What follows belongs to an exercise in optimizing a design on an open flow for small area, a short achievable clock period and few clock cycles per item; a production flow would make more cautious choices. Function was checked by simulation only, so behaviour that the tests miss may differ from the original. Power and IR drop assume default switching activity.

Setup of v33:
==> flow/design.v (excerpt) <==
module transport_receiver_connection_fsm
#(
   parameter int SLOTS     = 4,
   parameter int BUF_BYTES = 4096
) (
   input  logic         clock,
   input  logic         reset,
   input  logic         req_tvalid,
   output logic         req_tready,
   input  logic [103:0] req_tdata,
   input  logic [1:0]   req_tuser,
   output logic         rsp_tvalid,
   input  logic         rsp_tready,
   output logic [95:0]  rsp_tdata,
   output logic [1:0]   rsp_tuser,
   input  logic         csr_valid,
   output logic         csr_ready,
   input  logic [2:0]   csr_index,
   input  logic [15:0]  csr_data
);
==> flow/config.mk <==
export PLATFORM = sky130hd
export DESIGN_NAME = transport_receiver_connection_fsm
export DESIGN_NICKNAME = transport_receiver_connection_fsm
export VERILOG_FILES = /design/flow/design.v
export SDC_FILE = /design/flow/constraint.sdc
export NUM_CORES = 4
export LEC_CHECK = 0
export CAP_MARGIN = 20
export CORE_MARGIN = 2
export CORE_UTILIZATION = 50
export CTS_BUF_LIST = sky130_fd_sc_hd__clkbuf_16
export CTS_CLUSTER_DIAMETER = 100
export CTS_CLUSTER_SIZE = 24
export SETUP_SLACK_MARGIN = 4
export SLEW_MARGIN = 20
export TNS_END_PERCENT = 5
==> flow/constraint.sdc <==
create_clock -name core_clock -period 8.0 [get_ports {clock}]
set_input_delay 1.6000 -clock core_clock [delete_from_list [all_inputs] [get_ports {clock}]]
set_output_delay 1.6000 -clock core_clock [all_outputs]
set_load 0.01 [all_outputs]
standard.sh (not shown) runs the stock make flow with config.mk's settings and CLKGATE_MAP_FILE= SYNTH_SCRIPT=/design/flow/synth_recipe.tcl, a recipe that flattens the netlist after the stock synthesis.
==> flow/flow/run.sh <==
#!/bin/bash
# The standard layout (the standard.sh, unchanged synthesis and steps), except that the
# ports are buffered with the smallest buffer cell instead of the one buffer_ports picks.
# Every port still gets its own buffer. ORFS writes each step's log under orfs/logs; the
# make output of the whole run goes to standard.log here.
set -euo pipefail
export BUFFER_PORTS_ARGS="-buffer_cell sky130_fd_sc_hd__buf_1"
bash standard.sh > standard.log 2>&1
Testbench counts of v33, summed over its fixed seeds: cycles 4,808, items 4,800.
> inputs changed (v33 -> v4)
Settings: CTS_BUF_LIST: sky130_fd_sc_hd__clkbuf_16 -> unset; CORE_UTILIZATION: 50 -> 40; CTS_CLUSTER_SIZE: 24 -> unset; CTS_CLUSTER_DIAMETER: 100 -> unset.
==> flow/run.sh (new file) <==
#!/bin/bash
# synth_recipe.tcl (not shown) runs the flow's synth.tcl, then flattens the netlist and writes it again
# the make line also repeats each setting of config.mk as NAME=value (left out here)
make -C /OpenROAD-flow-scripts/flow DESIGN_CONFIG=/design/flow/config.mk WORK_HOME=/design/flow/orfs CLKGATE_MAP_FILE= SYNTH_SCRIPT=/design/flow/synth_recipe.tcl finish
removed: flow/flow/run.sh
removed: flow/standard.sh
Results
- v4: done, clean on timing, DRC and antenna
- For the number of vias per cell, v4 came in about 5% lower than v33 did.
- In the tables for v4 and v33, routed wire length reads higher with v4.
- v4 vs v33, stage delay of the slowest cell on the critical path went up by 280 ps.
- Lower H-tree depth was reported by v33, not v4.
- The sequential share of cell area in v4 sits 4.5 points below the value recorded for v33.
- v4 vs. v33: final design area excluding fillers rose by about 12%; total power moved up; wire length the detailed router placed on met1 up 750 um.
Input changes introduced in v38 (baseline for comparison: v4):
Settings: CTS_CLUSTER_DIAMETER newly set to 100; PLACE_DENSITY newly set to 0.7; CTS_CLUSTER_SIZE newly set to 24; CTS_BUF_LIST newly set to sky130_fd_sc_hd__clkbuf_16.
==> flow/flow/run.sh (new file) <==
#!/bin/bash
# The standard layout (the standard.sh, unchanged synthesis and steps), except that the
# ports are buffered with the smallest buffer cell instead of the one buffer_ports picks.
# Every port still gets its own buffer. ORFS writes each step's log under orfs/logs; the
# make output of the whole run goes to standard.log here.
set -euo pipefail
export BUFFER_PORTS_ARGS="-buffer_cell sky130_fd_sc_hd__buf_1"
bash standard.sh > standard.log 2>&1
==> flow/standard.sh (new file) <==
#!/bin/bash
# synth_recipe.tcl (not shown) runs the flow's synth.tcl, then flattens the netlist and writes it again
# the make line also repeats each setting of config.mk as NAME=value (left out here)
make -C /OpenROAD-flow-scripts/flow DESIGN_CONFIG=/design/flow/config.mk WORK_HOME=/design/flow/orfs CLKGATE_MAP_FILE= SYNTH_SCRIPT=/design/flow/synth_recipe.tcl "${@:-finish}"
removed: flow/run.sh
Results
- Against v4, v38 comes in 59 ps lower on slew at the pin with the worst max-slew slack.
- Relative to v4, non-clock buffer count decreased by 44 in v38.
- seq_ff[0][31]$_DFFE_PP_ as the end of the critical path was reported by v4, and seq_ff[0][28]$_DFFE_PP_ by v38.
- Delta (v38 minus v4): share of the final layout cell area in sequential cells went up by 4.3 points, chip width was more or less identical, critical path depth went up by 1, via total after detailed routing went down by 2.6%, endpoint arrival time on the critical path went up by 20 ps.
- Both conditions hold for v38: the flow ran to the end and the final layout passed the timing, design-rule and antenna checks.
- Fraction of the cycle the final worst path needs: v38 and v4 compared, lower one is v4
- Relative to v4, fraction of layout instances using a drive strength above 1 decreased by 6.7 points in v38.
Modified inputs, v57 compared to v38
Settings: CTS_CLUSTER_SIZE: 24 -> unset; PLACE_DENSITY: 0.7 -> unset; CTS_BUF_LIST: sky130_fd_sc_hd__clkbuf_16 -> unset; SETUP_SLACK_MARGIN: 4 -> 4.4; CTS_CLUSTER_DIAMETER: 100 -> unset.
Notes after the runs:
- The higher minimum clock period after layout came out of v38.
- v57 vs. v38: standby leakage power went up by 11%; post-layout net count went up by 2.7%.
- v57 reports its library cell contributing the largest single delay on the critical path as sky130_fd_sc_hd__xnor2_1 while v38 reports sky130_fd_sc_hd__or3_1.
- Total power: v57 vs v38 up 18%
- v57 vs v38, routed wire length went up by 10%.
- Diff v38 -> v57: setup slack moved up; count of non-filler cells in the finished layout moved up; area of all placed cells without fillers moved up; critical path depth moved up.
- Between v38 and v57, setup slack after placement is higher for v57, v38 comes in under that.

==> static timing again, ports no longer ideal <==
The results above use ideal ports. As a check the final layouts listed here were re-extracted and re-timed, cells and wires unchanged.
Step 1 assumes that a clkbuf_16 drives the clock port and a buf_2 every other input.
Step 2 moves the port delays by t, midway between the first and last clock arrival at a register: inputs arrive t later, outputs are due t later. That takes back most of the time a late clock gives input paths.
a / b / c = ideal ports / drivers / drivers and shift; a / b = the first two.
| run | t, ns | setup WS [ns] | pins driven straight from the clock port |
|---|---|---|---|
| v33 | 0.623 | 3.929 / 3.901 / 3.346 | 1 |
| v4 | 0.653 | 3.852 / 3.839 / 3.241 | 1 |
| v38 | 0.636 | 3.784 / 3.815 / 3.179 | 1 |
| v57 | 0.650 | 4.167 / 4.187 / 3.549 | 1 |
After both steps every run listed still meets setup and hold. For v57, which loses most, drivers alone change the setup slack by +0.020 ns; drivers and shift together by -0.618 ns.
